This design comes from an exercise in tuning for small area, a short achievable clock period and few clock cycles on the open sky130 flow, not from production work. Where RTL was checked, it was by simulation tests only, not by an equivalence proof against the original. Function not checked in run 2: the RTL went through the layout flow alone. Power and IR drop assume default switching activity.

[design/flow/flow/run.sh]
#!/bin/bash
# Standard layout, with two changes: the port buffers are made from plain
# buffers (sky130_fd_sc_hd__buf_2) instead of the delay buffers buffer_ports
# picks, and clock tree synthesis adds no dummy loads.
set -euo pipefail
export BUFFER_PORTS_ARGS="-buffer_cell sky130_fd_sc_hd__buf_2"
export CTS_ARGS="-sink_clustering_enable -repair_clock_nets -buf_list sky130_fd_sc_hd__clkbuf_8 -sink_clustering_size 16 -sink_clustering_max_diameter 60 -dont_use_dummy_load"
bash standard.sh > standard.log 2>&1
[design/flow/constraint.sdc]
create_clock -name core_clock -period 7.5 [get_ports {aclk}]
set_input_delay 1.5000 -clock core_clock [delete_from_list [all_inputs] [get_ports {aclk}]]
set_output_delay 1.5000 -clock core_clock [all_outputs]
set_load 0.01 [all_outputs]
[design/flow/design.v]
`default_nettype none
package lri_pkg;
    localparam int COLOR_W   = 32;
    localparam int CHAN_W    = 8;
    localparam int NUM_COLOR = 4;
endpackage
`default_nettype wire
`default_nettype none
module lri_divider #(
    parameter int DEN_W = 6
) (
    input  wire logic [DEN_W-1:0] r_in,
    input  wire logic [1:0]       bits,
    input  wire logic [DEN_W-1:0] den,
    input  wire logic [DEN_W+1:0] den3,
    output logic      [1:0]       q,
    output logic      [DEN_W-1:0] r_out
);
    logic [DEN_W+1:0] t;
    logic [DEN_W+2:0] d1, d2, d3;
    always_comb begin
        t  = {r_in, bits};
        d1 = {1'b0, t} - {3'b0, den};
        d2 = {1'b0, t} - {2'b0, den, 1'b0};
        d3 = {1'b0, t} - {1'b0, den3};
        if (!d3[DEN_W+2]) begin
            q     = 2'd3;
            r_out = d3[DEN_W-1:0];
        end else if (!d2[DEN_W+2]) begin
            q     = 2'd2;
            r_out = d2[DEN_W-1:0];
        end else if (!d1[DEN_W+2]) begin
            q     = 2'd1;
            r_out = d1[DEN_W-1:0];
        end else begin
            q     = 2'd0;
            r_out = t[DEN_W-1:0];
        end
    end
endmodule
`default_nettype wire
`default_nettype none
module lri_chan #(
    parameter int W = 16,
    parameter int C = 6
) (
    input  wire logic         aclk,
    input  wire logic [W-1:0] a_val,      
    input  wire logic [W-1:0] b_val,      
    input  wire logic         ld_diff,    
    input  wire logic         geo,        
    input  wire logic         geo_step,   
    input  wire logic         swap_c,     
    input  wire logic [2:0]   den_sm,     
    input  wire logic         int_en,     
    input  wire logic         int_first,  
    input  wire logic [C-1:0] den,        
    input  wire logic [C+1:0] den3,       
    input  wire logic         swap,       
    input  wire logic         n_load,     
    input  wire logic         stash,      
    input  wire logic         d_load,     
    input  wire logic         pw,         
    input  wire logic         step,       
    output logic      [W-1:0] v           
);
    logic [W-1:0] q_reg;                  
    logic [C-1:0] r_reg;                  
    logic         dneg_reg;               
    logic         neg_reg;                
    logic [W-1:0] v_reg;
    logic [W-1:0] inc_reg;                
    logic [C-1:0] ra_reg;                 
    logic [C:0] rb_reg;            
    logic [C:0] fr_reg;            
    logic         wneg_reg;
    logic         zz_reg;                 
    logic         zkn_reg;                
    logic         frz_reg;                
    logic [W:0]   diff;
    logic [1:0]   q0, qs;
    logic [C-1:0] r0, rs;
    logic [1:0]   sbits, nbits;
    logic [C-1:0] ra_n;
    logic [C:0] rb_n, fr_n, fr_nx;
    logic         carry;
    logic [W:0]   vsum;
    logic [W-1:0] fsel;
    assign diff  = {1'b0, b_val} - {1'b0, a_val};
    assign nbits = q_reg[W-1 -: 2] ^ {2{dneg_reg}};
    assign sbits = nbits;
    assign fsel  = swap ? b_val : a_val;
    always_comb begin
        q0 = '0;
        r0 = C'(nbits);
        if (den_sm[0]) begin
            q0 = nbits;
            r0 = '0;
        end else if (den_sm[1]) begin
            q0 = {1'b0, nbits[1]};
            r0 = C'(nbits[0]);
        end else if (den_sm[2] && (nbits == 2'd3)) begin
            q0 = 2'd1;
            r0 = '0;
        end
    end
    lri_divider #(.DEN_W(C)) u_step (
        .r_in (r_reg), .bits (sbits), .den (den), .den3 (den3),
        .q    (qs),    .r_out (rs)
    );
    always_comb begin
        ra_n  = r_reg + C'(dneg_reg);
        rb_n  = ({1'b0, ra_n}) - ({1'b0, den});
        fr_n  = neg_reg ? {1'b0, ra_n} : rb_n;
        carry = !fr_reg[C] && !(zz_reg && frz_reg);
        fr_nx = fr_reg + (carry ? rb_reg : ({1'b0, ra_reg}));
        vsum  = {v_reg, 1'b1} + {inc_reg, carry ^ wneg_reg};
    end
    always_ff @(posedge aclk) begin
        if (ld_diff) begin
            dneg_reg <= diff[W];
            q_reg    <= diff[W-1:0];
        end else if (geo) begin
            neg_reg <= dneg_reg ^ swap_c;
            if (geo_step)
                q_reg <= {q_reg[W-3:0], q0};
        end else if (int_en) begin
            q_reg <= {q_reg[W-3:2], q_reg[1:0] ^ {2{neg_reg && int_first}},
                      qs ^ {2{neg_reg}}};
        end
        if (geo)
            r_reg <= geo_step ? r0 : '0;
        else if (int_en)
            r_reg <= rs;
    end
    always_ff @(posedge aclk) begin
        if (n_load || stash) begin
            ra_reg   <= ra_n;
            rb_reg   <= rb_n;
            fr_reg   <= fr_n;
            frz_reg  <= fr_n == '0;
            wneg_reg <= neg_reg;
        end else if (step) begin
            fr_reg  <= fr_nx;
            frz_reg <= fr_nx == '0;
        end
        if (n_load || stash) begin
            zz_reg  <= neg_reg;
            zkn_reg <= 1'b0;
        end else if (step) begin
            zz_reg  <= wneg_reg || ((zkn_reg || frz_reg) ? zz_reg : !pw);
            zkn_reg <= zkn_reg || frz_reg;
        end
        if (n_load || d_load)
            inc_reg <= q_reg;
        else if (stash)
            inc_reg <= fsel;
        if (n_load)
            v_reg <= fsel;
        else if (d_load)
            v_reg <= inc_reg;
        else if (step)
            v_reg <= vsum[W:1];
    end
    assign v = v_reg;
endmodule
module line_rasterizer_interpolated
#(
    parameter int COORD_BITS = 6,
    parameter int DEPTH_BITS = 16,
    parameter int FRAC_BITS  = 16
) (
    input  wire logic                 aclk,
    input  wire logic                 aresetn,
    input  wire logic                 s_tvalid,
    output logic                      s_tready,
    input  wire logic [((2*(2*COORD_BITS+DEPTH_BITS+32)+7)/8)*8-1:0] s_tdata,
    output logic                      m_tvalid,
    input  wire logic                 m_tready,
    output logic [((2*COORD_BITS+DEPTH_BITS+32+7)/8)*8-1:0] m_tdata,
    output logic                      m_tlast
);
    localparam int C      = COORD_BITS;
    localparam int CW     = lri_pkg::CHAN_W;
    localparam int NC     = lri_pkg::NUM_COLOR;
    localparam int PT_W   = 2*C + DEPTH_BITS + lri_pkg::COLOR_W;
    localparam int OUT_W  = ((2*C + DEPTH_BITS + NC*CW + 7) / 8) * 8;
    localparam int E_W    = C + 2;
    localparam int N_INT  = DEPTH_BITS/2 - 1;
    localparam int C_INT0 = N_INT - CW/2;      
    logic [C-1:0] xa, ya, xb, yb;
    logic [C:0]   dxp, dxn, dyp, dyn;      
    assign xa = s_tdata[C-1:0];
    assign ya = s_tdata[2*C-1:C];
    assign xb = s_tdata[PT_W+C-1:PT_W];
    assign yb = s_tdata[PT_W+2*C-1:PT_W+C];
    assign dxp = {1'b0, xb} - {1'b0, xa};
    assign dxn = {1'b0, xa} - {1'b0, xb};
    assign dyp = {1'b0, yb} - {1'b0, ya};
    assign dyn = {1'b0, ya} - {1'b0, yb};
    logic st_idle, st_geo, st_int, st_rdy, st_hold;
    logic [2:0] cnt_reg;
    logic       cint_reg;              
    logic [C-1:0] adx_reg, ady_reg;
    logic         xgt_reg, ygt_reg;
    logic [C-1:0] span_reg, nmin_reg;
    logic [C+1:0] span3_reg;
    logic         xmaj_reg, swap_reg, up_reg;
    logic         xmaj_c, swap_c, up_c;
    logic [C-1:0] span_c, nmin_c;
    logic [C+1:0] span3_c;
    logic [2:0]   span_sm;
    always_comb begin
        xmaj_c  = ady_reg < adx_reg;
        swap_c  = xmaj_c ? xgt_reg : ygt_reg;
        span_c  = xmaj_c ? adx_reg : ady_reg;
        nmin_c  = xmaj_c ? ady_reg : adx_reg;
        for (int k = 0; k < 3; k++)
            span_sm[k] = xmaj_c ? (adx_reg == C'(k+1)) : (ady_reg == C'(k+1));
        span3_c = xmaj_c ? ({2'b00, adx_reg} + {1'b0, adx_reg, 1'b0})
                         : ({2'b00, ady_reg} + {1'b0, ady_reg, 1'b0});
        up_c    = xmaj_c ? (swap_c ? ygt_reg : !ygt_reg)
                         : (swap_c ? xgt_reg : !xgt_reg);
    end
    logic vld_reg, last_reg, pend_reg;
    logic accept, take, n_load, stash, d_load, step, pend_clear;
    logic ld_diff, geo, int_d, int_c;
    logic int_last;
    logic sready_reg, rdy_n, pend_n, vld_n, last_n;
    assign s_tready   = sready_reg;
    assign accept     = s_tvalid && s_tready;
    assign take       = vld_reg && m_tready;
    assign pend_clear = pend_reg && m_tready;
    assign n_load     = accept && (!vld_reg || m_tready);
    assign stash      = accept && vld_reg && !m_tready;
    assign d_load     = pend_clear;
    assign step       = take && !last_reg;
    assign ld_diff = st_idle;
    assign geo     = st_geo;
    assign int_d   = st_int;
    assign int_c   = cint_reg;
    assign int_last = cnt_reg == 3'(N_INT-1);
    always_ff @(posedge aclk) begin
        if (!aresetn) begin
            st_idle  <= 1'b1;
            st_geo   <= 1'b0;
            st_int   <= 1'b0;
            st_rdy   <= 1'b0;
            st_hold  <= 1'b0;
            cnt_reg  <= '0;
            cint_reg <= 1'b0;
        end else begin
            st_idle  <= (st_idle && !s_tvalid) || (st_rdy && accept && !stash) ||
                        (st_hold && pend_clear);
            st_geo   <= st_idle && s_tvalid;
            st_int   <= st_geo || (st_int && !int_last);
            st_rdy   <= rdy_n;
            st_hold  <= (st_rdy && stash) || (st_hold && !pend_clear);
            cnt_reg  <= st_int ? cnt_reg + 1'b1 : '0;
            cint_reg <= st_int && !int_last && (cnt_reg >= 3'(C_INT0-1));
        end
    end
    always_ff @(posedge aclk) begin
        if (ld_diff) begin
            xgt_reg <= dxp[C];
            ygt_reg <= dyp[C];
            adx_reg <= dxp[C] ? dxn[C-1:0] : dxp[C-1:0];
            ady_reg <= dyp[C] ? dyn[C-1:0] : dyp[C-1:0];
        end
        if (geo) begin
            span_reg   <= span_c;
            span3_reg  <= span3_c;
            nmin_reg   <= nmin_c;
            xmaj_reg   <= xmaj_c;
            swap_reg   <= swap_c;
            up_reg     <= up_c;
        end
    end
    logic [DEPTH_BITS-1:0] zv;
    logic [CW-1:0]         cv [NC];
    lri_chan #(.W(DEPTH_BITS), .C(C)) u_depth (
        .aclk     (aclk),
        .a_val    (s_tdata[2*C+DEPTH_BITS-1:2*C]),
        .b_val    (s_tdata[PT_W+2*C+DEPTH_BITS-1:PT_W+2*C]),
        .ld_diff  (ld_diff),  .geo (geo), .geo_step (1'b1),
        .swap_c   (swap_c),   .den_sm (span_sm),
        .int_en   (int_d),    .int_first (st_int && (cnt_reg == '0)),
        .den      (span_reg), .den3 (span3_reg),
        .swap     (swap_reg),
        .n_load   (n_load),   .stash (stash), .d_load (d_load),
        .pw       (pw_reg),   .step (step),
        .v        (zv)
    );
    for (genvar k = 0; k < NC; k++) begin : g_col
        lri_chan #(.W(CW), .C(C)) u_col (
            .aclk     (aclk),
            .a_val    (s_tdata[PT_W-1-CW*k -: CW]),
            .b_val    (s_tdata[2*PT_W-1-CW*k -: CW]),
            .ld_diff  (ld_diff),  .geo (geo), .geo_step (1'b0),
            .swap_c   (swap_c),   .den_sm (span_sm),
            .int_en   (int_c),    .int_first (1'b0),
            .den      (span_reg), .den3 (span3_reg),
            .swap     (swap_reg),
            .n_load   (n_load),   .stash (stash), .d_load (d_load),
            .pw       (pw_reg),   .step (step),
            .v        (cv[k])
        );
    end
    logic             wxmaj_reg, wup_reg;
    logic [C-1:0]     x_reg, y_reg, left_reg;
    logic [E_W-1:0] e_reg;
    logic [C-1:0]     inca_reg;               
    logic [C:0] incb_reg;              
    logic [E_W-1:0] e_add;
    logic             mstep;
    logic [C-1:0]     xs0, ys0;
    logic [C:0]       cp1_reg;                
    logic             pw_reg;
    assign rdy_n  = (st_int && int_last) || (st_rdy && !accept);
    assign pend_n = stash || (pend_reg && !pend_clear);
    assign vld_n  = accept || (vld_reg && !(take && last_reg && !pend_reg));
    assign last_n = (n_load || d_load) ? (span_reg == '0)
                  : (step ? (left_reg == C'(1)) : last_reg);
    always_ff @(posedge aclk) begin
        if (!aresetn)
            sready_reg <= 1'b0;
        else
            sready_reg <= rdy_n && !pend_n && (!vld_n || last_n);
    end
    always_comb begin
        xs0   = swap_reg ? xb : xa;
        ys0   = swap_reg ? yb : ya;
        e_add = e_reg + ({1'b0, inca_reg, 1'b0});
        mstep = !e_add[E_W-1];
    end
    always_ff @(posedge aclk) begin
        if (!aresetn) begin
            vld_reg  <= 1'b0;
            pend_reg <= 1'b0;
        end else begin
            if (accept)
                vld_reg <= 1'b1;
            else if (take && last_reg && !pend_reg)
                vld_reg <= 1'b0;
            if (stash)
                pend_reg <= 1'b1;
            else if (pend_clear)
                pend_reg <= 1'b0;
        end
    end
    always_ff @(posedge aclk) begin
        if (n_load || d_load) begin
            wxmaj_reg <= xmaj_reg;
            wup_reg   <= up_reg;
            left_reg  <= span_reg;
            last_reg  <= span_reg == '0;
            e_reg     <= E_W'(0) - E_W'(span_reg);
            inca_reg  <= nmin_reg;
            incb_reg  <= ({1'b0, nmin_reg}) - ({1'b0, span_reg});
        end else if (stash) begin
            left_reg  <= xs0;
            e_reg     <= E_W'(ys0);
        end else if (step) begin
            left_reg  <= left_reg - 1'b1;
            last_reg  <= left_reg == C'(1);
            e_reg     <= mstep ? (e_reg + ({incb_reg, 1'b0})) : e_add;
        end
        if (n_load) begin
            x_reg <= xs0;
            y_reg <= ys0;
        end else if (d_load) begin
            x_reg <= left_reg;
            y_reg <= e_reg[C-1:0];
        end else if (step) begin
            if (wxmaj_reg) begin
                x_reg <= x_reg + 1'b1;
                if (mstep)
                    y_reg <= wup_reg ? (y_reg + 1'b1) : (y_reg - 1'b1);
            end else begin
                y_reg <= y_reg + 1'b1;
                if (mstep)
                    x_reg <= wup_reg ? (x_reg + 1'b1) : (x_reg - 1'b1);
            end
        end
    end
    always_comb begin
        pw_reg = 1'b0;
        for (int k = 1; k <= C; k++)
            if (cp1_reg == (C+1)'(1 << k))
                pw_reg = 1'b1;
    end
    always_ff @(posedge aclk) begin
        if (n_load || stash)
            cp1_reg <= (C+1)'(2);
        else if (step)
            cp1_reg <= cp1_reg + 1'b1;
    end
    assign m_tvalid = vld_reg;
    assign m_tlast  = last_reg;
    assign m_tdata  = OUT_W'({cv[3], cv[2], cv[1], cv[0], zv, y_reg, x_reg});
endmodule
`default_nettype wire
[design/flow/standard.sh]
#!/bin/bash
# synth_recipe.tcl (not shown) runs the flow's synth.tcl, then flattens the netlist and writes it again
# the make line also repeats each setting of config.mk as NAME=value (left out here)
make -C /OpenROAD-flow-scripts/flow DESIGN_CONFIG=/design/flow/config.mk WORK_HOME=/design/flow/orfs CLKGATE_MAP_FILE= SYNTH_SCRIPT=/design/flow/synth_recipe.tcl "${@:-finish}"
[design/flow/config.mk]
export PLATFORM = sky130hd
export DESIGN_NAME = line_rasterizer_interpolated
export DESIGN_NICKNAME = line_rasterizer_interpolated
export VERILOG_FILES = /design/flow/design.v
export SDC_FILE = /design/flow/constraint.sdc
export NUM_CORES = 4
export LEC_CHECK = 0
export CAP_MARGIN = 5
export CORE_MARGIN = 2
export CORE_UTILIZATION = 40
export CTS_CLUSTER_DIAMETER = 80
export CTS_CLUSTER_SIZE = 24
export SETUP_SLACK_MARGIN = 4.45
export SLEW_MARGIN = 5
==> reports/metrics.cfg, run 1 <==
[sta]
setup-tns-final_ns=0
hold_viol=0
whs_ns=0.427
worstMarginPinSlew_ns=0.977
setup_viol=0
period_needed_ns=3.14
rsz0062_at_grt=true
slew_headroom_pct=34.4
final-max-slew-violation-count=0
worst_slack_ns=4.36
max_freq_mhz=318
clock_skew_ns=0.0786
finalCritPeriodShare_pct=41.9

[outcome]
status=timing/DRC/antenna clean

[floorplanning]
die_h_um=281
die_area_sq_um=78800
coreArea_sq_um=75800
rows=101
start_util_pct=40.4
io_pins=191
die_w_um=281

[grt]
grt_pass1_wl_mm=129
grt_overflow=0
grt_usage_pct=21.0
antenna_found_initial=3
grt_pass1_vias=22600
grt_start_max_net_pins=82

[layout]
drive_gt1_share_pct=20.6
final_net_count=3828
seqCellArea_sq_um=11600
multi_input_area_sq_um=19200
fillCellCount=7145
syn2layout_area_growth_pct=16.4
fin_cells=4311

[synth]
synth.most_common_cell=edfxtp_1
synth.top_cells.by_count=edfxtp_1, ha_1, a21oi_1, nor2_1, inv_1
yosys-top-cells-area=edfxtp_1, ha_1, a21oi_1, xnor2_1, mux2i_1
yosys_most_used_dff=edfxtp_1
synth_cell_types=77
ys_ff_latch=401
synth_top_area_cell=edfxtp_1
synthCells=3050
ys_seq_area_share_pct=37.7
syn_avg_cell_area_sq_um=10.0
synth_top_area_share_pct=34.6
synth_enable_flop_cells=353
async_flop_share_pct=0
yosys_warnings=5
syn_area_sq_um=30600

[place]
gp_routability_congestion=0.853
place_ws_ns=3.14
numPortBuffers=186
place_inst=4152
hpwl_mm=61.0

[detailed_routing]
drtAntennaViolNets=0
drt_pass1_iterations=5
num_vias=23700
vias_per_cell=5.49
drcViolationCount=0
wl_mm=84.8
drt_iter0_markers=1794
wl_per_cell_um=19.7

[pwr]
power_density_nw_per_um2=172
leakage_nw=14.9
vdd_drop_max_uv=125

[clock_network]
tritoncts=built
h-tree-depth=2
cts_root_buf=clkbuf_8
clockBufferDepth=3
cts_buffers=40
clk_pin_slew_ns=0.10
cts_sinks=401
insertion_delay_ns=0.66

[job]
max_cap_viol_count=0

[worst_setup_path]
start_kind=input pin
cp-end-kind=register
worstPathRequired_ns=7.86
cp_max_fo=4
worst_ep_arrival_time_ns=3.50
path_class=input pin to register

[worst_hold_path]
hp-class=register to register

==> routing by layer <==
| layer | vias up | part of all wire [%] | global-route usage [%] |
|---|---|---|---|
| met5 | - | 0 | 0 |
| met4 | 0 | 2.7 | 6.72 |
| met3 | 124 | 5.2 | 2.93 |
| met2 | 527 | 46 | 33.3 |
| met1 | 11400 | 47 | 29.6 |
| li1 | 11700 | - | - |
==> placed cells by master (no fill, tap or decap), types with 45 or more instances in the layout <==
cell type,Yosys,layout
mux2i_1,109,109
o21ai_0,171,137
xnor2_1,144,134
nand2_1,152,148
a211oi_1,55,51
a21o_1,114,113
nand2b_1,46,45
xor2_1,114,99
edfxtp_1,353,353
nor2b_1,71,65
a21oi_1,286,250
mux2_2,79,65
inv_1,204,183
ha_1,330,297
buf_2,0,179
nor2_1,214,205
buf_4,4,126
==> layout make-up <==
| class | instances | area share [%] |
|---|---|---|
| diodes | 5 | 0.0351 |
| clock buffers | 40 | 1.54 |
| repair inverters | 1 | 0.0211 |
| repair buffers | 329 | 6.07 |
| flip-flops and latches | 401 | 32.5 |
| well taps | 978 | 3.43 |
| multi-input cells | 2350 | 53.9 |
| inverters | 207 | 2.56 |
==> final timing paths <==
kind,start,to,slack [ns],depth (start not counted)
max,s_tdata[60],adx_reg[5]$_DFFE_PP_,4.36,12
min,up_reg$_DFFE_PP_,wup_reg$_DFFE_PN_,0.43,0
max reg2reg,g_col[0].u_col.zz_reg$_DFFE_PP_,g_col[0].u_col.frz_reg$_DFFE_PP_,4.48,11
min reg2reg,up_reg$_DFFE_PP_,wup_reg$_DFFE_PN_,0.43,0
==> where the power goes <==
part	switching, W	leakage, nW	internal, W
clock	0.000772	0.288	0.000476
sequential	0.000142	3.60	0.00261
combinational	0.00116	11.0	0.000987
==> what timing repair did <==
| action | 4_1_cts | 5_1_grt |
|---|---|---|
| buffers inserted | 65 | 46 |
| setup endpoints to repair | 315 | 69 |
| gates cloned | 2 | 1 |
| resized for setup | 104 | 131 |
| hold buffers | 0 | 0 |
| pin swaps | 33 | 81 |
==> cell families after synthesis <==
family | Yosys count | synth area share [%]
and+or+nand+nor | 671 | 10.7
buffers and inverters | 303 | 3.76
DFF | 401 | 37.7
adders and majority gates | 374 | 16.4
AOI/OAI and AO/OA | 852 | 17.5
xor gates and xnor gates | 259 | 7.43
muxes | 189 | 6.51
other | 1 | 0.0122
==> critical path: stages <==
cell      delay, ns
buf_6          0.11
inv_12         0.03
ha_4           0.15
fa_2           0.34
nor2b_1        0.12
o21ai_1        0.08
nand2b_1       0.11
a21o_1         0.15
a21oi_4        0.08
mux2_4         0.32
o31a_1         0.24
a311o_1        0.28
==> through the flow <==
stage / instance area [sq um] / total power, W / util, %
2_1_floorplan: 31100 / 0.00418 / -
5_1_grt: 35600 / 0.00651 / 47.0
4_1_cts: 34700 / 0.00606 / 45.7
3_5_place_dp: 33100 / 0.00471 / 43.7
3_3_place_gp: 33100 / 0.00470 / 43.7
6_report: 35600 / 0.00615 / 47.0
Testbench counts, summed over its fixed seeds: cycles 38,956.
==> inputs of run 2 (changes only) <==
--- a/design/flow/design.v
+++ b/design/flow/design.v
@@ -125,8 +125,7 @@
             if (geo_step)
                 q_reg <= {q_reg[W-3:0], q0};
         end else if (int_en) begin
-            q_reg <= {q_reg[W-3:2], q_reg[1:0] ^ {2{neg_reg && int_first}},
-                      qs ^ {2{neg_reg}}};
+            q_reg <= {q_reg[W-3:2], q_reg[1:0] ^ {2{neg_reg && !int_first}}, qs};
         end
         if (geo)
             r_reg <= geo_step ? r0 : '0;
@@ -152,7 +151,7 @@
             zkn_reg <= zkn_reg || frz_reg;
         end
         if (n_load || d_load)
-            inc_reg <= q_reg;
+            inc_reg <= {q_reg[W-1:2], q_reg[1:0] ^ {2{neg_reg}}};
         else if (stash)
             inc_reg <= fsel;
         if (n_load)
@@ -284,7 +283,7 @@
         .b_val    (s_tdata[PT_W+2*C+DEPTH_BITS-1:PT_W+2*C]),
         .ld_diff  (ld_diff),  .geo (geo), .geo_step (1'b1),
         .swap_c   (swap_c),   .den_sm (span_sm),
-        .int_en   (int_d),    .int_first (st_int && (cnt_reg == '0)),
+        .int_en   (int_d),    .int_first (1'b0),
         .den      (span_reg), .den3 (span3_reg),
         .swap     (swap_reg),
         .n_load   (n_load),   .stash (stash), .d_load (d_load),
@@ -298,7 +297,7 @@
             .b_val    (s_tdata[2*PT_W-1-CW*k -: CW]),
             .ld_diff  (ld_diff),  .geo (geo), .geo_step (1'b0),
             .swap_c   (swap_c),   .den_sm (span_sm),
-            .int_en   (int_c),    .int_first (1'b0),
+            .int_en   (int_c),    .int_first (st_int && (cnt_reg == 3'(C_INT0))),
             .den      (span_reg), .den3 (span3_reg),
             .swap     (swap_reg),
             .n_load   (n_load),   .stash (stash), .d_load (d_load),
==> run 2 against run 1 <==
Final area up 0.84%. Fmax shrank 0.69%. Synthesized cell count fell by 0.26%. Sequential share of layout area down 0.28 points. Worst setup slack got worse by 0.022 ns. Sequential power about the same. Combinational power hardly changed. Highest routed layer is now met5. Sequential cell count is the same. Critical path type unchanged. Clock power up 8%. Still clean on timing, DRC and antenna. Synthesized area is 0.40% lower. Via count fell by 0.68%.
==> reports/metrics.cfg, run 2 <==
[outcome]
status=timing/DRC/antenna clean

[clock_network]
insertion_delay_ns=0.69
h-tree-depth=2
holdBufCountCts=0
tritoncts=built
cts_root_buf=clkbuf_8
cts_sinks=401
cts_buffers=46
clockBufferDepth=3
clk_pin_slew_ns=0.11

[worst_setup_path]
crit_chain=buf_8 > inv_8 > ha_4 > fa_2 > nor2b_1 > o21ai_1 > a21boi_1 > o21a_1 > or2_4 > mux2i_2 > o22ai_1 > a41oi_1 > o221ai_1
slowest_stage=fa_2
setup.worst_path.start=s_tdata[66]
start_kind=input pin
cp_max_fo=4
reg2reg_from=g_col[2].u_col.dneg_reg$_DFFE_PP_
cp_top_family=compound AO/OA/AOI/OAI gates
path_buf_inv=2
cp-end-kind=register
path_class=input pin to register
worst_ep_arrival_time_ns=3.52
worstPathRequired_ns=7.86
max_stage_delay_ns=0.34

[synth]
synth_cell_types=69
syn_area_sq_um=30500
ys_ff_latch=401
synth_top_area_cell=edfxtp_1
synth_enable_flop_cells=353
yosys-top-cells-area=edfxtp_1, ha_1, mux2i_1, xnor2_1, a21oi_1
syn_avg_cell_area_sq_um=10.0
yosys_most_used_dff=edfxtp_1
synth.most_common_cell=edfxtp_1
yosys_warnings=5
synth.top_cells.by_count=edfxtp_1, ha_1, inv_1, a21oi_1, nand2_1
synthCells=3042
ys_seq_area_share_pct=37.9
async_flop_share_pct=0
synth_top_area_share_pct=34.7

[sta]
setup-tns-final_ns=0
hold_viol=0
worst_slack_ns=4.34
setup_viol=0
finalCritPeriodShare_pct=42.2
rsz0062_at_grt=true
max_freq_mhz=316
clock_skew_ns=0.0859
slew_headroom_pct=15.2
final-max-slew-violation-count=0
worstMarginPinSlew_ns=1.27
period_needed_ns=3.16

[floorplanning]
rows=101
die_w_um=280
die_area_sq_um=78500
coreArea_sq_um=75700
die_h_um=280
start_util_pct=40.3
io_pins=191

[worst_hold_path]
hp-start=up_reg$_DFFE_PP_
hp-class=register to register

[pwr]
switchingPower_w=0.00204
leakage_nw=15.2
p_sw_share_pct=32.8
vdd_drop_max_uv=125
clkPwrFrac_pct=21.6
pwr-share-comb_pct=34.2
seqPwrFrac_pct=44.2
power_density_nw_per_um2=173
p_int_w=0.00419

[place]
gp_routability_congestion=0.850
place_inst=4131
numPortBuffers=186
hpwl_mm=59.4
place_ws_ns=2.98

[layout]
syn2layout_area_growth_pct=17.8
final_common_cell=edfxtp_1
mostFrequentLayoutCells=edfxtp_1, ha_1, inv_1, nand2_1, buf_2
fin_cells=4312
drive_gt1_share_pct=21.7
final_net_count=3831

[grt]
grt_pass1_wl_mm=130
antenna_found_initial=5
grt_overflow=0
grt_start_max_net_pins=91
grt_usage_pct=21.1
grt_pass1_vias=23200

[detailed_routing]
wl_mm=84.6
drcViolationCount=0
drt_iter0_markers=1307
drtAntennaViolNets=0
vias_per_cell=5.46
drt_pass1_iterations=5
wl_per_cell_um=19.6
num_vias=23500

[job]
max_cap_viol_count=0

## run 2: cells by family (layout without fill, tap and decap cells)
kind of cell / after synthesis / in the layout / share of synthesized area, %
compound gates: 756 / 757 / 15.3
xor+xnor: 267 / 267 / 7.67
fa+ha+maj: 373 / 373 / 16.4
buf+inv: 330 / 614 / 4.20
flops: 401 / 401 / 37.9
mux: 224 / 224 / 7.74
other cells: 1 / 6 / 0.0123
simple gates: 690 / 692 / 10.8
## run 2: per-layer routing
metal,GRT usage (%),share of wire [%],wire [um]
met5,0,0.022,19
met4,6.03,2.4,2030
met3,2.66,4.4,3760
met2,36.5,48,41000
met1,27.6,45,37800
## run 2: path summary, 6_finish.rpt
check                                          to  slack [ns]  cells past startpoint
min reg2reg                     wup_reg$_DFFE_PN_        0.44                      0
min                             wup_reg$_DFFE_PN_        0.44                      0
max reg2reg  g_col[2].u_col.r_reg[0]$_SDFFE_PP0P_        4.45                     13
max                          ady_reg[5]$_DFFE_PP_        4.34                     13
## run 2: timing repair
action,CTS,global route
cloned,3,2
resized for setup,116,213
pin swaps,38,100
setup buffers,57,71
endpoints found under the setup margin,192,133
## run 2: stage by stage
step           cell area (sq um)  utilization (%)  power [W]  hold slack [ns]
2_1_floorplan              30900                -    0.00409            0.400
5_1_grt                    35900             47.5    0.00658            0.439
3_5_place_dp               32800             43.4    0.00457            0.422
4_1_cts                    34500             45.6    0.00606            0.441
3_3_place_gp               32800             43.4    0.00454            0.409
6_report                   35900             47.5    0.00623            0.441
## run 2: layout make-up
type	instances	area, sq um
Tap cell	978	1220
Fill cell	7022	39800
Antenna cell	2	5.00
Multi-Input combinational cell	2317	19200
Clock buffer	46	633
Inverter	229	983
Sequential cell	401	11600
Timing Repair Buffer	339	2350
## run 2: power groups by stage
stage / logic [W] / registers [W] / clock network [W]
finish: 0.00213 / 0.00276 / 0.00135
global route: 0.00235 / 0.00277 / 0.00146
CTS: 0.00192 / 0.00275 / 0.00139
detailed placement: 0.00177 / 0.00280 / 0
global placement: 0.00174 / 0.00280 / 0
floorplan: 0.00136 / 0.00273 / 0
## run 2: worst reg2reg max path: stages, from the launching register on
cell and delay (ns):
edfxtp_1 0.43, buf_6 0.15, buf_6 0.12, xnor2_4 0.25, ha_4 0.20, nor2b_1 0.05, o21ai_1 0.13, nand2b_1 0.11
a21o_1 0.19, a21o_1 0.19, a211o_4 0.41, o21bai_4 0.21, mux2_2 0.36, o22ai_1 0.12
==> inputs of run 3 (changes only) <==
--- a/design/flow/design.v
+++ b/design/flow/design.v
@@ -55,7 +55,10 @@
     input  wire logic         int_en,     
     input  wire logic         int_first,  
     input  wire logic [C-1:0] den,        
-    input  wire logic [C+1:0] den3,       
+    output logic      [C-1:0] r_o,        
+    output logic      [1:0]   nb_o,       
+    input  wire logic [1:0]   qs_i,       
+    input  wire logic [C-1:0] rs_i,       
     input  wire logic         swap,       
     input  wire logic         n_load,     
     input  wire logic         stash,      
@@ -87,8 +90,13 @@
     logic [W:0]   vsum;
     logic [W-1:0] fsel;
     assign diff  = {1'b0, b_val} - {1'b0, a_val};
-    assign nbits = q_reg[W-1 -: 2] ^ {2{dneg_reg}};
+    localparam bit LATE_CPL = W > 8;
+    assign nbits = q_reg[W-1 -: 2] ^ {2{LATE_CPL && dneg_reg}};
     assign sbits = nbits;
+    assign r_o   = r_reg;
+    assign nb_o  = sbits;
+    assign qs    = qs_i;
+    assign rs    = rs_i;
     assign fsel  = swap ? b_val : a_val;
     always_comb begin
         q0 = '0;
@@ -104,10 +112,6 @@
             r0 = '0;
         end
     end
-    lri_divider #(.DEN_W(C)) u_step (
-        .r_in (r_reg), .bits (sbits), .den (den), .den3 (den3),
-        .q    (qs),    .r_out (rs)
-    );
     always_comb begin
         ra_n  = r_reg + C'(dneg_reg);
         rb_n  = ({1'b0, ra_n}) - ({1'b0, den});
@@ -119,13 +123,14 @@
     always_ff @(posedge aclk) begin
         if (ld_diff) begin
             dneg_reg <= diff[W];
-            q_reg    <= diff[W-1:0];
+            q_reg    <= diff[W-1:0] ^ {W{!LATE_CPL && diff[W]}};
         end else if (geo) begin
             neg_reg <= dneg_reg ^ swap_c;
             if (geo_step)
                 q_reg <= {q_reg[W-3:0], q0};
         end else if (int_en) begin
-            q_reg <= {q_reg[W-3:2], q_reg[1:0] ^ {2{neg_reg && !int_first}}, qs};
+            q_reg <= {q_reg[W-3:2], q_reg[1:0] ^ {2{neg_reg && int_first}},
+                      qs ^ {2{neg_reg}}};
         end
         if (geo)
             r_reg <= geo_step ? r0 : '0;
@@ -151,7 +156,7 @@
             zkn_reg <= zkn_reg || frz_reg;
         end
         if (n_load || d_load)
-            inc_reg <= {q_reg[W-1:2], q_reg[1:0] ^ {2{neg_reg}}};
+            inc_reg <= q_reg;
         else if (stash)
             inc_reg <= fsel;
         if (n_load)
@@ -186,7 +191,7 @@
     localparam int OUT_W  = ((2*C + DEPTH_BITS + NC*CW + 7) / 8) * 8;
     localparam int E_W    = C + 2;
     localparam int N_INT  = DEPTH_BITS/2 - 1;
-    localparam int C_INT0 = N_INT - CW/2;      
+    localparam int C_INT  = CW/2 - 1;
     logic [C-1:0] xa, ya, xb, yb;
     logic [C:0]   dxp, dxn, dyp, dyn;      
     assign xa = s_tdata[C-1:0];
@@ -199,7 +204,7 @@
     assign dyn = {1'b0, ya} - {1'b0, yb};
     logic st_idle, st_geo, st_int, st_rdy, st_hold;
     logic [2:0] cnt_reg;
-    logic       cint_reg;              
+    logic       cx_reg, cy_reg;        
     logic [C-1:0] adx_reg, ady_reg;
     logic         xgt_reg, ygt_reg;
     logic [C-1:0] span_reg, nmin_reg;
@@ -223,7 +228,7 @@
     end
     logic vld_reg, last_reg, pend_reg;
     logic accept, take, n_load, stash, d_load, step, pend_clear;
-    logic ld_diff, geo, int_d, int_c;
+    logic ld_diff, geo, int_d;
     logic int_last;
     logic sready_reg, rdy_n, pend_n, vld_n, last_n;
     assign s_tready   = sready_reg;
@@ -237,7 +242,6 @@
     assign ld_diff = st_idle;
     assign geo     = st_geo;
     assign int_d   = st_int;
-    assign int_c   = cint_reg;
     assign int_last = cnt_reg == 3'(N_INT-1);
     always_ff @(posedge aclk) begin
         if (!aresetn) begin
@@ -247,7 +251,8 @@
             st_rdy   <= 1'b0;
             st_hold  <= 1'b0;
             cnt_reg  <= '0;
-            cint_reg <= 1'b0;
+            cx_reg   <= 1'b0;
+            cy_reg   <= 1'b0;
         end else begin
             st_idle  <= (st_idle && !s_tvalid) || (st_rdy && accept && !stash) ||
                         (st_hold && pend_clear);
@@ -256,7 +261,8 @@
             st_rdy   <= rdy_n;
             st_hold  <= (st_rdy && stash) || (st_hold && !pend_clear);
             cnt_reg  <= st_int ? cnt_reg + 1'b1 : '0;
-            cint_reg <= st_int && !int_last && (cnt_reg >= 3'(C_INT0-1));
+            cx_reg   <= st_geo || (st_int && (cnt_reg < 3'(C_INT-1)));
+            cy_reg   <= st_int && (cnt_reg >= 3'(C_INT-1)) && (cnt_reg < 3'(2*C_INT-1));
         end
     end
     always_ff @(posedge aclk) begin
@@ -277,28 +283,49 @@
     end
     logic [DEPTH_BITS-1:0] zv;
     logic [CW-1:0]         cv [NC];
+    logic [C-1:0]          dr, drs;
+    logic [1:0]            dnb, dqs;
+    logic [C-1:0]          cr [NC];
+    logic [1:0]            cnb [NC];
+    logic [C-1:0]          crs [NC/2];
+    logic [1:0]            cqs [NC/2];
     lri_chan #(.W(DEPTH_BITS), .C(C)) u_depth (
         .aclk     (aclk),
         .a_val    (s_tdata[2*C+DEPTH_BITS-1:2*C]),
         .b_val    (s_tdata[PT_W+2*C+DEPTH_BITS-1:PT_W+2*C]),
         .ld_diff  (ld_diff),  .geo (geo), .geo_step (1'b1),
         .swap_c   (swap_c),   .den_sm (span_sm),
-        .int_en   (int_d),    .int_first (1'b0),
-        .den      (span_reg), .den3 (span3_reg),
+        .int_en   (int_d),    .int_first (st_int && (cnt_reg == '0)),
+        .den      (span_reg),
+        .r_o      (dr),       .nb_o (dnb), .qs_i (dqs), .rs_i (drs),
         .swap     (swap_reg),
         .n_load   (n_load),   .stash (stash), .d_load (d_load),
         .pw       (pw_reg),   .step (step),
         .v        (zv)
     );
+    lri_divider #(.DEN_W(C)) u_dstep (
+        .r_in (dr),  .bits (dnb), .den (span_reg), .den3 (span3_reg),
+        .q    (dqs), .r_out (drs)
+    );
+    for (genvar p = 0; p < NC/2; p++) begin : g_pair
+        lri_divider #(.DEN_W(C)) u_cstep (
+            .r_in (cy_reg ? cr[2*p+1] : cr[2*p]),
+            .bits (cy_reg ? cnb[2*p+1] : cnb[2*p]),
+            .den  (span_reg), .den3 (span3_reg),
+            .q    (cqs[p]),   .r_out (crs[p])
+        );
+    end
     for (genvar k = 0; k < NC; k++) begin : g_col
         lri_chan #(.W(CW), .C(C)) u_col (
             .aclk     (aclk),
             .a_val    (s_tdata[PT_W-1-CW*k -: CW]),
             .b_val    (s_tdata[2*PT_W-1-CW*k -: CW]),
-            .ld_diff  (ld_diff),  .geo (geo), .geo_step (1'b0),
+            .ld_diff  (ld_diff),  .geo (geo), .geo_step (1'b1),
             .swap_c   (swap_c),   .den_sm (span_sm),
-            .int_en   (int_c),    .int_first (st_int && (cnt_reg == 3'(C_INT0))),
-            .den      (span_reg), .den3 (span3_reg),
+            .int_en   ((k % 2 == 0) ? cx_reg : cy_reg),
+            .int_first(st_int && (cnt_reg == ((k % 2 == 0) ? 3'd0 : 3'(C_INT)))),
+            .den      (span_reg),
+            .r_o      (cr[k]),    .nb_o (cnb[k]), .qs_i (cqs[k/2]), .rs_i (crs[k/2]),
             .swap     (swap_reg),
             .n_load   (n_load),   .stash (stash), .d_load (d_load),
             .pw       (pw_reg),   .step (step),
==> design/flow/flow/run.sh (replaced) <==
#!/bin/bash
# Standard layout, with two changes: the port buffers are made from plain
# buffers (sky130_fd_sc_hd__buf_2) instead of the delay buffers buffer_ports
# picks, and clock tree synthesis adds no dummy loads.
set -euo pipefail
export BUFFER_PORTS_ARGS="-buffer_cell sky130_fd_sc_hd__buf_2"
export CTS_ARGS="-sink_clustering_enable -repair_clock_nets -sink_clustering_size 24 -sink_clustering_max_diameter 80 -dont_use_dummy_load"
bash standard.sh > standard.log 2>&1
==> run 3 against run 2 <==
Still clean on timing, DRC and antenna. Sequential share of layout area is 0.74 points higher. Worst hold slack better by 0.0040 ns. Fmax hardly changed. Synthesized cell count hardly changed. Clock skew is 0.032 ns lower. Die area is 0.55% lower. Via count is 1.8% higher. Count of clock-buffer cells in the layout is 16 lower. First-iteration DRC count is 33% higher. Synthesized area is 0.56% lower. Combinational power is 64% higher. Largest cell class unchanged.
==> reports/metrics.cfg, run 3 <==
[worst_hold_path]
hp-class=register to register
whs_endpoint=cnt_reg[0]$_SDFF_PN0_
whs_path_depth=1
hp-start=cnt_reg[0]$_SDFF_PN0_

[pwr]
pwr-share-comb_pct=43.6
p_sw_share_pct=36.2
clkPwrFrac_pct=18.7
p_int_w=0.00511
leakage_nw=14.7
power_density_nw_per_um2=223
seqPwrFrac_pct=37.8
vdd_drop_max_uv=191
switchingPower_w=0.00290

[detailed_routing]
drt_iter0_markers=1739
drcViolationCount=0
drt_pass1_iterations=5
drtAntennaViolNets=0
wl_mm=86.5
wl_per_cell_um=20.0
vias_per_cell=5.54
num_vias=23900

[layout]
drive_gt1_share_pct=21.3
final_common_cell=edfxtp_1
fin_util_pct=48.0
postLayoutCellArea_sq_um=35900
final_net_count=3806
syn2layout_area_growth_pct=18.5
mostFrequentLayoutCells=edfxtp_1, ha_1, nor2_1, a21oi_1, inv_1

[clock_network]
tritoncts=built
cts_root_buf=clkbuf_16
clockBufferDepth=3
insertion_delay_ns=0.63
cts_sinks=402
h-tree-depth=1
holdBufCountCts=0
cts_buffers=30
clk_pin_slew_ns=0.08

[synth]
synthAdderAreaFrac_pct=14.6
ys_ff_latch=402
synth_compound_area_share_pct=16.6
synth-xor-area-share_pct=7.31
synth.most_common_cell=edfxtp_1
yosys-top-cells-area=edfxtp_1, ha_1, xnor2_1, a21oi_1, mux2i_1
ys_seq_area_share_pct=39.0
syn_avg_cell_area_sq_um=9.98
yosys_warnings=9
synth.area.mux_share_pct=6.31
synth_cell_types=89
synth_top_area_cell=edfxtp_1
syn_area_sq_um=30300
synth.top_cells.by_count=edfxtp_1, ha_1, nor2_1, a21oi_1, inv_1
yosys.area_share.simple_pct=11.9
synthCells=3040
synth_top_family_by_area=compound AO/OA/AOI/OAI gates
synth_top_area_share_pct=37.3
yosys_most_used_dff=edfxtp_1
async_flop_share_pct=0
synth_enable_flop_cells=377

[grt]
grt_overflow=0
grt_pass1_vias=23000
grt_pass1_wl_mm=132
met1_usage_pct=30.1
grt_busiest_layer=met2
antenna_found_initial=4
grt_start_max_net_pins=81
use_met2_pct=35.4
grt_usage_pct=21.4
grtUsageMet3_pct=2.52

[sta]
hold_viol=0
setup_viol=0
finalCritPeriodShare_pct=42.2
clock_skew_ns=0.0536
rsz0062_at_grt=true
setup-tns-final_ns=0
final-max-slew-violation-count=0
max_freq_mhz=316
worstMarginPinSlew_ns=0.947
slew_headroom_pct=36.3
period_needed_ns=3.16
whs_ns=0.445

[floorplanning]
io_pins=191
rows=100
start_util_pct=40.5
die_w_um=279
die_h_um=279
coreArea_sq_um=74800
die_area_sq_um=78100

[place]
numPortBuffers=186
hpwl_mm=62.0
gp_routability_congestion=0.879
place_area_sq_um=32800

[worst_setup_path]
cp_max_fo=4
reg2regPathDepth=13
path_class=register to register
start_kind=register
cp_top_family=compound AO/OA/AOI/OAI gates
slowest_stage=edfxtp_1
crit_chain=xnor2_4 > ha_4 > inv_4 > buf_4 > buf_4 > fa_2 > a21o_1 > a21oi_2 > nand2b_4 > a21o_1 > nand2_2 > xor2_1 > a221o_1
max_stage_delay_ns=0.55
reg2reg_from=u_depth.q_reg[14]$_DFFE_PP_
path_buf_inv=3
worst_ep_arrival_time_ns=3.50
r2r_end=u_depth.q_reg[1]$_DFFE_PP_
cp-end-kind=register
worstPathRequired_ns=7.83
rrSetupSlack_ns=4.34

[outcome]
status=timing/DRC/antenna clean

[job]
max_cap_viol_count=0

-- run 3: logic make-up after synthesis --
| group | Yosys count |
|---|---|
| xor gates and xnor gates | 250 |
| adders and majority gates | 331 |
| muxes | 182 |
| AOI/OAI and AO/OA | 772 |
| other | 1 |
| buffers and inverters | 337 |
| and+or+nand+nor | 765 |
| DFF | 402 |
-- run 3: worst max-delay path by stage --
stage,cells past startpoint,startpoint,to
2_1_floorplan,10,s_tdata[66],ady_reg[5]$_DFFE_PP_
3_3_place_gp,8,s_tvalid,g_col[2].u_col.frz_reg$_DFFE_PP_
3_5_place_dp,8,s_tvalid,g_col[2].u_col.frz_reg$_DFFE_PP_
4_1_cts,11,u_depth.q_reg[14]$_DFFE_PP_,u_depth.q_reg[0]$_DFFE_PP_
5_1_grt,12,u_depth.q_reg[14]$_DFFE_PP_,u_depth.r_reg[2]$_SDFFCE_PP0P_
6_report,13,u_depth.q_reg[14]$_DFFE_PP_,u_depth.q_reg[1]$_DFFE_PP_
-- run 3: area by class of cell --
cell class	instances	area [sq um]
clock buffer	30	751
antenna	3	7.51
fill	6989	38900
timing repair inverter	2	16.3
sequential	402	11800
multi-input combinational	2306	18600
timing repair buffer	378	2550
tap	969	1210
inverter	231	1010
-- run 3: power by group through the flow --
stage / combinational [W] / sequential (W) / clock, W
floorplan: 0.00235 / 0.00297 / 0
finish: 0.00349 / 0.00302 / 0.00149
CTS: 0.00317 / 0.00302 / 0.00152
global placement: 0.00296 / 0.00308 / 0
global route: 0.00386 / 0.00304 / 0.00158
detailed placement: 0.00298 / 0.00308 / 0
-- run 3: repair_timing --
item                                    in CTS  in global routing
pin swaps                                   45                 77
resized for setup                           77                139
hold endpoints to repair                     0                  0
endpoints found under the setup margin     319                108
buffers inserted                            69                 98
gates cloned                                 3                  3
-- run 3: worst register-to-register path: stages, from the launching register on --
cell and delay [ns]:
edfxtp_1 0.55, xnor2_4 0.30, ha_4 0.20, inv_4 0.04, buf_4 0.12, buf_4 0.14
fa_2 0.35, a21o_1 0.18, a21oi_2 0.16, nand2b_4 0.15, a21o_1 0.17, nand2_2 0.09
xor2_1 0.15, a221o_1 0.32
-- run 3: per-layer routing --
layer  wire length [um]  share of wire (%)
met1              39800                 46
met2              40100                 46
met3               4550                5.3
met4               2090                2.4
met5                 11              0.013
-- run 3: metrics by stage --
stage / setup WS [ns] / cells / total power [W]
after floorplan: 3.83 / 3043 / 0.00531
after global placement: 3.24 / 4115 / 0.00604
after detailed placement: 3.16 / 4115 / 0.00606
after CTS: 4.30 / 4217 / 0.00771
after global routing: 4.22 / 4320 / 0.00849
final: 4.34 / 4321 / 0.00801
Testbench counts of run 3, summed over its fixed seeds: cycles 38,956.
==> inputs of run 4 (changes only) <==
==> design/flow/flow/run.sh (replaced) <==
#!/bin/bash
# Standard layout, with two changes: the port buffers are made from plain
# buffers (sky130_fd_sc_hd__buf_2) instead of the delay buffers buffer_ports
# picks, and clock tree synthesis adds no dummy loads.
set -euo pipefail
export BUFFER_PORTS_ARGS="-buffer_cell sky130_fd_sc_hd__buf_2"
export CTS_ARGS="-sink_clustering_enable -repair_clock_nets -buf_list sky130_fd_sc_hd__clkbuf_8 -sink_clustering_size 16 -sink_clustering_max_diameter 60 -dont_use_dummy_load"
bash standard.sh > standard.log 2>&1
--- a/design/flow/config.mk
+++ b/design/flow/config.mk
@@ -10,5 +10,5 @@
 export CORE_UTILIZATION = 40
 export CTS_CLUSTER_DIAMETER = 80
 export CTS_CLUSTER_SIZE = 24
-export SETUP_SLACK_MARGIN = 4.45
+export SETUP_SLACK_MARGIN = 4.35
 export SLEW_MARGIN = 5
==> run 4 against run 3 <==
Sequential cell count unchanged. Die area unchanged. Clock power down 15%. Critical endpoint is now ady_reg[5]$_DFFE_PP_. Largest power group unchanged. Highest routed layer unchanged.
==> reports/metrics.cfg, run 4 <==
[pwr]
p_sw_share_pct=37.2
vdd_drop_max_uv=114
clkPwrFrac_pct=16.7
p_int_w=0.00479
pwr-share-comb_pct=43.7
leakage_nw=14.1
seqPwrFrac_pct=39.6
power_density_nw_per_um2=220
total_power_w=0.00762
switchingPower_w=0.00283

[layout]
fin_cells=4247
fillCellCount=7099
seqCellArea_sq_um=11800
final_common_cell=edfxtp_1
fin_util_pct=46.2
multi_input_area_sq_um=18100
final_net_count=3734
mostFrequentLayoutCells=edfxtp_1, ha_1, nor2_1, a21oi_1, inv_1
drive_gt1_share_pct=17.3
syn2layout_area_growth_pct=14.0

[worst_setup_path]
cp-end-kind=register
start_kind=input pin
worstPathRequired_ns=7.88
worst_ep_arrival_time_ns=3.53
path_class=input pin to register
reg2regPathDepth=11
cp_max_fo=3
rrSetupSlack_ns=4.38
reg2reg_from=u_depth.zz_reg$_DFFE_PP_
endpoint=ady_reg[5]$_DFFE_PP_
r2r_end=u_depth.frz_reg$_DFFE_PP_
setup.worst_path.start=s_tdata[66]

[floorplanning]
die_h_um=279
io_pins=191
die_w_um=279
rows=100
die_area_sq_um=78100
coreArea_sq_um=74800
start_util_pct=40.5

[clock_network]
cts_root_buf=clkbuf_8
insertion_delay_ns=0.67
holdBufCountCts=0
cts_sinks=402
tritoncts=built
clockBufferDepth=3
clk_pin_slew_ns=0.12
cts_buffers=41
h-tree-depth=2

[sta]
final-max-slew-violation-count=0
clock_skew_ns=0.0966
slew_headroom_pct=32.8
setup-tns-final_ns=0
max_freq_mhz=317
setup_viol=0
worstMarginPinSlew_ns=0.989
rsz0062_at_grt=true
hold_viol=0
finalCritPeriodShare_pct=42.0
period_needed_ns=3.15

[synth]
yosys.area_share.simple_pct=11.9
synth_top_area_cell=edfxtp_1
synth_enable_flop_cells=377
synth_cell_types=89
syn_area_sq_um=30300
yosys_warnings=9
async_flop_share_pct=0
synthCells=3040
synth-xor-area-share_pct=7.31
ys_seq_area_share_pct=39.0
yosys-top-cells-area=edfxtp_1, ha_1, xnor2_1, a21oi_1, mux2i_1
synth.area.mux_share_pct=6.31
synthAdderAreaFrac_pct=14.6
ys_ff_latch=402
yosys_most_used_dff=edfxtp_1
synth_top_area_share_pct=37.3
synth_compound_area_share_pct=16.6
synth.top_cells.by_count=edfxtp_1, ha_1, nor2_1, a21oi_1, inv_1
syn_avg_cell_area_sq_um=9.98
synth.most_common_cell=edfxtp_1
synth_top_family_by_area=compound AO/OA/AOI/OAI gates

[grt]
grt_start_max_net_pins=81
grt_usage_pct=21.4
grt_pass1_wl_mm=131
grt_pass1_vias=23100
antenna_found_initial=3
grt_overflow=0

[detailed_routing]
wl_per_cell_um=20.2
drt_iter0_markers=1760
drt_pass1_iterations=6
num_vias=23700
vias_per_cell=5.57
drtAntennaViolNets=0
wl_mm=85.6
drcViolationCount=0

[worst_hold_path]
whs_path_depth=0
hp-class=register to register

[outcome]
status=timing/DRC/antenna clean

[place]
gp_routability_congestion=0.872
hpwl_mm=62.0
place_inst=4111
numPortBuffers=186

[job]
max_cap_viol_count=0

-- run 4: cell families after synthesis --
group | count (synthesis)
AO/OA/AOI/OAI | 772
AND/OR/NAND/NOR | 765
flip-flops | 402
buffers and inverters | 337
adder cells (fa/ha/maj) | 331
XOR/XNOR | 250
multiplexers | 182
other | 1
-- run 4: worst min-delay path by stage --
stage | to | slack (ns) | startpoint
final | wxmaj_reg$_DFFE_PN_ | 0.41 | xmaj_reg$_DFFE_PP_
after CTS | wxmaj_reg$_DFFE_PN_ | 0.42 | xmaj_reg$_DFFE_PP_
after global placement | wxmaj_reg$_DFFE_PN_ | 0.42 | xmaj_reg$_DFFE_PP_
after global routing | wxmaj_reg$_DFFE_PN_ | 0.42 | xmaj_reg$_DFFE_PP_
after detailed placement | wxmaj_reg$_DFFE_PN_ | 0.42 | xmaj_reg$_DFFE_PP_
after floorplan | wup_reg$_DFFE_PN_ | 0.40 | up_reg$_DFFE_PP_
-- run 4: worst max-delay path, cell delays in order --
cell and delay (ns):
buf_4 0.15, inv_12 0.05, ha_4 0.13, fa_2 0.20, inv_2 0.04, a21oi_2 0.14
o21bai_2 0.09, a311oi_4 0.30, mux2_4 0.34, or4_1 0.39, a22o_1 0.19
-- run 4: through the flow --
stage          cell area (sq um)  hold slack (ns)  setup WS [ns]
3_3_place_gp               32700            0.416           3.18
6_report                   34600            0.409           4.35
4_1_cts                    33800            0.419           4.34
2_1_floorplan              30800            0.400           3.83
3_5_place_dp               32700            0.420           3.11
5_1_grt                    34600            0.423           4.25
-- run 4: power groups by stage --
stage | Clock, W | Sequential [W] | Combinational [W]
floorplan | 0 | 0.00297 | 0.00231
global placement | 0 | 0.00307 | 0.00294
detailed placement | 0 | 0.00307 | 0.00296
CTS | 0.00131 | 0.00302 | 0.00312
global route | 0.00137 | 0.00304 | 0.00370
finish | 0.00127 | 0.00302 | 0.00333
-- run 4: cell type report --
class,count,share of cell area (%)
Multi-Input combinational cell,2305,52.3
Sequential cell,402,34.2
Timing Repair Buffer,298,5.50
Tap cell,969,3.51
Inverter,231,2.87
Clock buffer,41,1.63
Antenna cell,1,0.00724
-- run 4: what timing repair did --
action / in CTS / in global routing
resized for setup: 55 / 73
pin swaps: 15 / 30
setup buffers: 37 / 54
cloned: 0 / 3
endpoints found under the setup margin: 257 / 85
-- run 4: per-layer routing --
layer  share of wire [%]  global-route usage, %  routed length, um  vias up
met2                  47                   35.3              39800      679
met1                  44                   29.0              38100    11300
met3                 6.4                   3.67               5510      124
met5               0.027                      0                 23        -
li1                    -                      -                  -    11500
met4                 2.6                   6.06               2190        4
==> inputs of run 5 (changes only) <==
--- a/design/flow/config.mk
+++ b/design/flow/config.mk
@@ -10,5 +10,5 @@
 export CORE_UTILIZATION = 40
 export CTS_CLUSTER_DIAMETER = 80
 export CTS_CLUSTER_SIZE = 24
-export SETUP_SLACK_MARGIN = 4.35
+export SETUP_SLACK_MARGIN = 4.55
 export SLEW_MARGIN = 5
==> run 5 against run 4 <==
Register-to-register slack gained 0.02 ns. Fmax shrank 0.66%. Critical endpoint unchanged. Still clean on timing, DRC and antenna. Core utilization grew 2.1 points.
==> reports/metrics.cfg, run 5 <==
[sta]
worstMarginPinSlew_ns=1.10
clock_skew_ns=0.0943
max_freq_mhz=315
whs_ns=0.401
final-max-slew-violation-count=0
hold_viol=0
setup_viol=0
setup-tns-final_ns=0
slew_headroom_pct=26.4
period_needed_ns=3.17
rsz0062_at_grt=true
finalCritPeriodShare_pct=42.3
worst_slack_ns=4.33

[grt]
grt_pass1_wl_mm=131
met1_usage_pct=29.3
grt_start_max_net_pins=92
grt_pass1_vias=23100
grt_busiest_layer=met2
antenna_found_initial=9
grt_usage_pct=21.6
grtUsageMet3_pct=3.28
use_met2_pct=35.0
grt_overflow=0

[layout]
final_common_cell=edfxtp_1
syn2layout_area_growth_pct=19.2
fillCellCount=6951
final_net_count=3799
drive_gt1_share_pct=22.7
mostFrequentLayoutCells=edfxtp_1, ha_1, nor2_1, inv_1, a21oi_1

[clock_network]
cts_sinks=402
cts_root_buf=clkbuf_8
holdBufCountCts=0
clockBufferDepth=3
tritoncts=built
cts_buffers=42
h-tree-depth=2
insertion_delay_ns=0.65
clk_pin_slew_ns=0.08

[synth]
syn_area_sq_um=30300
synth.top_cells.by_count=edfxtp_1, ha_1, nor2_1, a21oi_1, inv_1
yosys_most_used_dff=edfxtp_1
syn_avg_cell_area_sq_um=9.98
synthCells=3040
synth_top_area_cell=edfxtp_1
ys_seq_area_share_pct=39.0
async_flop_share_pct=0
synth_cell_types=89
yosys_warnings=9
synth_enable_flop_cells=377
synth.most_common_cell=edfxtp_1
synth_top_area_share_pct=37.3
yosys-top-cells-area=edfxtp_1, ha_1, xnor2_1, a21oi_1, mux2i_1
ys_ff_latch=402

[detailed_routing]
drcViolationCount=0
num_vias=24100
wl_mm=86.8
drtAntennaViolNets=0
drt_iter0_markers=1531
wl_per_cell_um=20.1
drt_pass1_iterations=5
vias_per_cell=5.57

[pwr]
p_sw_share_pct=37.5
switchingPower_w=0.00301
leakage_nw=14.7
seqPwrFrac_pct=37.5
clkPwrFrac_pct=16.0
vdd_drop_max_uv=108
pwr-share-comb_pct=46.5
p_int_w=0.00501
power_density_nw_per_um2=222

[worst_setup_path]
worst_ep_arrival_time_ns=3.49
start_kind=input pin
cp_max_fo=3
path_class=input pin to register
worstPathRequired_ns=7.81
cp-end-kind=register

[place]
gp_routability_congestion=0.856
hpwl_mm=61.7
numPortBuffers=186
place_ws_ns=3.17

[floorplanning]
die_w_um=279
die_area_sq_um=78100
rows=100
die_h_um=279
coreArea_sq_um=74800
start_util_pct=40.5
io_pins=191

[job]
max_cap_viol_count=0

[outcome]
status=timing/DRC/antenna clean

[worst_hold_path]
hp-class=register to register

run 5: layout make-up:
type                            count  area, sq um  share of cell area [%]
Tap cell                          969         1210                    3.35
Clock buffer                       42          578                    1.60
Sequential cell                   402        11800                    32.7
Multi-Input combinational cell   2305        19000                    52.6
Inverter                          231          990                    2.74
Antenna cell                        7         17.5                  0.0484
Timing Repair Buffer              362         2510                    6.93
run 5: kinds of logic (layout without fill, tap and decap cells):
logic type | after synthesis | count (layout) | synth area share [%]
compound gates | 772 | 772 | 16.6
xor+xnor | 250 | 250 | 7.31
fa+ha+maj | 331 | 331 | 14.6
buf+inv | 337 | 635 | 4.26
flops | 402 | 402 | 39.0
mux | 182 | 182 | 6.31
other cells | 1 | 11 | 0.0124
simple gates | 765 | 766 | 11.9
run 5: metrics by stage:
| stage | power, W | util (%) | std cells | instance area [sq um] |
|---|---|---|---|---|
| finish | 0.00802 | 48.3 | 4318 | 36200 |
| global route | 0.00850 | 48.3 | 4318 | 36200 |
| CTS | 0.00766 | 46.4 | 4241 | 34700 |
| detailed placement | 0.00609 | 43.9 | 4117 | 32900 |
| global placement | 0.00606 | 43.9 | 4117 | 32900 |
| floorplan | 0.00531 | - | 3043 | 31000 |
run 5: power by group through the flow:
stage / clock network, W / registers, W / logic, W
2_1_floorplan: 0 / 0.00297 / 0.00234
3_3_place_gp: 0 / 0.00306 / 0.00300
3_5_place_dp: 0 / 0.00306 / 0.00303
4_1_cts: 0.00132 / 0.00300 / 0.00334
5_1_grt: 0.00139 / 0.00303 / 0.00409
6_report: 0.00129 / 0.00301 / 0.00373
run 5: worst max-delay path, cell delays in order:
cell and delay (ns):
buf_12 0.11, inv_12 0.04, ha_4 0.13, fa_2 0.20, inv_2 0.04, a21oi_2 0.13
o21bai_2 0.09, a311oi_4 0.31, mux2_4 0.35, or4_1 0.40, a22o_1 0.19
run 5: path summary, 6_finish.rpt:
check / startpoint / endpoint / slack [ns] / cells past startpoint
hold / removal: up_reg$_DFFE_PP_ / wup_reg$_DFFE_PN_ / 0.40 / 0
hold reg to reg: up_reg$_DFFE_PP_ / wup_reg$_DFFE_PN_ / 0.40 / 0
setup / recovery: s_tdata[66] / ady_reg[5]$_DFFE_PP_ / 4.33 / 11
setup reg to reg: u_depth.q_reg[14]$_DFFE_PP_ / u_depth.q_reg[0]$_DFFE_PP_ / 4.40 / 12
run 5: per-layer routing:
layer,wire length (um),vias to the layer above,part of all wire [%]
li1,-,11700,-
met5,10,-,0.012
met2,39900,601,46
met4,3060,2,3.5
met3,4660,147,5.4
met1,39100,11600,45
run 5: what timing repair did:
action,in CTS,in global routing
endpoints found under the hold margin,0,0
gates resized for setup,130,185
gates cloned,2,1
endpoints found under the setup margin,328,161
buffers inserted,80,69
pin swaps,56,98
==> inputs of run 6 (changes only) <==
--- a/design/flow/config.mk
+++ b/design/flow/config.mk
@@ -10,5 +10,5 @@
 export CORE_UTILIZATION = 40
 export CTS_CLUSTER_DIAMETER = 80
 export CTS_CLUSTER_SIZE = 24
-export SETUP_SLACK_MARGIN = 4.55
+export SETUP_SLACK_MARGIN = 4.25
 export SLEW_MARGIN = 5
==> run 6 against run 5 <==
Still clean on timing, DRC and antenna. Sequential share of layout area grew 1.9 points. Non-clock buffer count decreased by 77. Final area decreased by 5.6%. Critical path type unchanged.
==> reports/metrics.cfg, run 6 <==
[outcome]
status=timing/DRC/antenna clean

[floorplanning]
start_util_pct=40.5
io_pins=191
rows=100
die_area_sq_um=78100
die_h_um=279
die_w_um=279
coreArea_sq_um=74800

[detailed_routing]
drcViolationCount=0
wl_per_cell_um=19.7
num_vias=23300
wl_mm=83.4
drtAntennaViolNets=0
vias_per_cell=5.50
drt_pass1_iterations=5
drt_iter0_markers=1699

[synth]
yosys_warnings=9
yosys_most_used_dff=edfxtp_1
yosys-top-cells-area=edfxtp_1, ha_1, xnor2_1, a21oi_1, mux2i_1
synth.top_cells.by_count=edfxtp_1, ha_1, nor2_1, a21oi_1, inv_1
syn_area_sq_um=30300
synth_top_area_share_pct=37.3
ys_ff_latch=402
synth_enable_flop_cells=377
synth.most_common_cell=edfxtp_1
syn_avg_cell_area_sq_um=9.98
ys_seq_area_share_pct=39.0
synthCells=3040
synth_cell_types=89
synth_top_area_cell=edfxtp_1
async_flop_share_pct=0

[pwr]
clkPwrFrac_pct=17.3
power_density_nw_per_um2=219
vdd_drop_max_uv=108
seqPwrFrac_pct=40.4
switchingPower_w=0.00275
pwr-share-comb_pct=42.4
p_sw_share_pct=36.8
total_power_w=0.00748
p_int_w=0.00473
leakage_nw=14.0

[layout]
drive_gt1_share_pct=15.9
fin_cells=4238
multi_input_area_sq_um=17800
seqCellArea_sq_um=11800
postLayoutCellArea_sq_um=34100
final_common_cell=edfxtp_1
mostFrequentLayoutCells=edfxtp_1, ha_1, nor2_1, a21oi_1, inv_1
final_net_count=3723
fillCellCount=7234
syn2layout_area_growth_pct=12.6

[clock_network]
insertion_delay_ns=0.65
cts_buffers=43
clk_pin_slew_ns=0.11
clockBufferDepth=3
cts_sinks=402
h-tree-depth=2
tritoncts=built
cts_root_buf=clkbuf_8

[sta]
worstMarginPinSlew_ns=0.926
hold_viol=0
clock_skew_ns=0.126
finalCritPeriodShare_pct=42.8
whs_ns=0.444
setup_viol=0
final-max-slew-violation-count=0
slew_headroom_pct=38.0
rsz0062_at_grt=true
period_needed_ns=3.21
setup-tns-final_ns=0
max_freq_mhz=311

[worst_hold_path]
hp-class=register to register

[place]
place_inst=4112
gp_routability_congestion=0.905
numPortBuffers=186
hpwl_mm=61.7
place_area_sq_um=32600

[worst_setup_path]
reg2regPathDepth=12
worstPathRequired_ns=7.83
cp_max_fo=3
cp-end-kind=register
r2r_end=u_depth.q_reg[0]$_DFFE_PP_
worst_ep_arrival_time_ns=3.54
endpoint=ady_reg[5]$_DFFE_PP_
start_kind=input pin
reg2reg_from=u_depth.q_reg[14]$_DFFE_PP_
setup.worst_path.start=s_tdata[66]
path_class=input pin to register
rrSetupSlack_ns=4.32

[grt]
grt_pass1_wl_mm=128
grt_start_max_net_pins=74
grt_overflow=0
antenna_found_initial=5
grt_usage_pct=20.9
grt_pass1_vias=22200

[job]
max_cap_viol_count=0

==> run 6: cell types whose count changed in the layout (fill, tap and decap cells not counted), moves of 13 or more <==
| cell | delta |
|---|---|
| xnor2_2 | -13 |
| buf_6 | -19 |
| buf_4 | -65 |
| a21oi_1 | +20 |
| xnor2_1 | +13 |
| ha_1 | +28 |
| a21oi_2 | -18 |
| ha_4 | -26 |
==> run 6: cell type report <==
type                            count  share of cell area (%)
Inverter                          231                    2.72
Clock buffer                       43                    1.73
Timing Repair Buffer              285                    5.16
Tap cell                          969                    3.55
Multi-Input combinational cell   2305                    52.2
Sequential cell                   402                    34.6
Antenna cell                        3                  0.0220
==> run 6: kinds of logic after synthesis <==
group / after synthesis / share of synthesized area, %
buf+inv: 337 / 4.26
flops: 402 / 39.0
fa+ha+maj: 331 / 14.6
xor+xnor: 250 / 7.31
mux: 182 / 6.31
simple gates: 765 / 11.9
compound gates: 772 / 16.6
other cells: 1 / 0.0124
==> run 6: critical path, cell delays in order <==
cell      delay (ns)
buf_6           0.11
inv_12          0.03
ha_4            0.15
fa_2            0.35
inv_2           0.06
a21oi_2         0.04
o21bai_2        0.22
a311oi_4        0.14
mux2_4          0.34
or4_1           0.39
a22o_1          0.21
==> run 6: worst min-delay path by stage <==
stage	endpoint	depth (start not counted)	startpoint	slack, ns
after floorplan	wup_reg$_DFFE_PN_	0	up_reg$_DFFE_PP_	0.40
after global placement	wxmaj_reg$_DFFE_PN_	0	xmaj_reg$_DFFE_PP_	0.42
after detailed placement	wxmaj_reg$_DFFE_PN_	0	xmaj_reg$_DFFE_PP_	0.41
after CTS	wxmaj_reg$_DFFE_PN_	0	xmaj_reg$_DFFE_PP_	0.45
after global routing	wxmaj_reg$_DFFE_PN_	0	xmaj_reg$_DFFE_PP_	0.46
final	wxmaj_reg$_DFFE_PN_	0	xmaj_reg$_DFFE_PP_	0.44
==> run 6: what timing repair did <==
item,CTS,global route
setup endpoints to repair,212,132
setup buffers,23,55
hold buffers,0,0
gates cloned,1,1
resized for setup,33,44
pin swaps,8,29
==> run 6: per-stage QoR <==
stage / setup WS, ns / util [%]
CTS: 4.25 / 44.8
floorplan: 3.82 / -
global placement: 3.01 / 43.5
global route: 4.23 / 45.6
finish: 4.29 / 45.6
detailed placement: 2.97 / 43.5
==> run 6: per-layer routing <==
metal / vias up / wire length [um] / GRT usage (%) / part of all wire [%]
met5: - / 0 / 0 / 0
met4: 0 / 1920 / 5.53 / 2.3
met3: 101 / 4690 / 2.50 / 5.6
met2: 571 / 37700 / 33.4 / 45
met1: 11100 / 39100 / 29.8 / 47
li1: 11500 / - / - / -
==> run 6: power groups by stage <==
stage / Sequential, W / Clock [W] / Combinational (W)
final: 0.00302 / 0.00129 / 0.00317
after global routing: 0.00304 / 0.00140 / 0.00353
after CTS: 0.00302 / 0.00132 / 0.00305
after detailed placement: 0.00307 / 0 / 0.00295
after global placement: 0.00307 / 0 / 0.00292
after floorplan: 0.00297 / 0 / 0.00230

-- static timing again, ports no longer ideal --
No port has a modelled driver above. Below, the same layouts with a new extraction and two added sets of constraints. Step 1 (the two cells are an assumption about what drives the block):
set clk [get_ports {aclk}]
set_driving_cell -lib_cell sky130_fd_sc_hd__clkbuf_16 $clk
set_driving_cell -lib_cell sky130_fd_sc_hd__buf_2 [delete_from_list [all_inputs] $clk]
Step 2 times the ports against the registers' clock, not the clock port: input delays grow and output delays shrink by t, the midpoint of the rising clock arrivals with the driver on. Three values: ideal, step 1, step 2; two values: the first two.
run | shift t [ns] | setup slack, ns | hold WS [ns] | worst setup path after step 2 | worst register clock-pin slew, ns
run 1 | 0.671 | 4.359 / 4.366 / 3.694 | 0.427 / 0.427 / 0.427 | input to register | 0.11 / 0.11
run 2 | 0.708 | 4.337 / 4.344 / 3.637 | 0.441 / 0.441 / 0.441 | input to register | 0.11 / 0.11
run 3 | 0.659 | 4.337 / 4.337 / 3.701 | 0.445 / 0.445 / 0.445 | input to register | 0.10 / 0.10
run 4 | 0.686 | 4.348 / 4.337 / 3.650 | 0.409 / 0.409 / 0.409 | input to register | 0.12 / 0.12
run 5 | 0.662 | 4.327 / 4.337 / 3.674 | 0.401 / 0.401 / 0.401 | input to register | 0.11 / 0.11
run 6 | 0.656 | 4.288 / 4.298 / 3.642 | 0.444 / 0.444 / 0.444 | input to register | 0.12 / 0.12
After both steps every run listed still meets setup and hold. For run 2, which loses most, drivers alone change the setup slack by +0.007 ns; drivers and shift together by -0.700 ns.
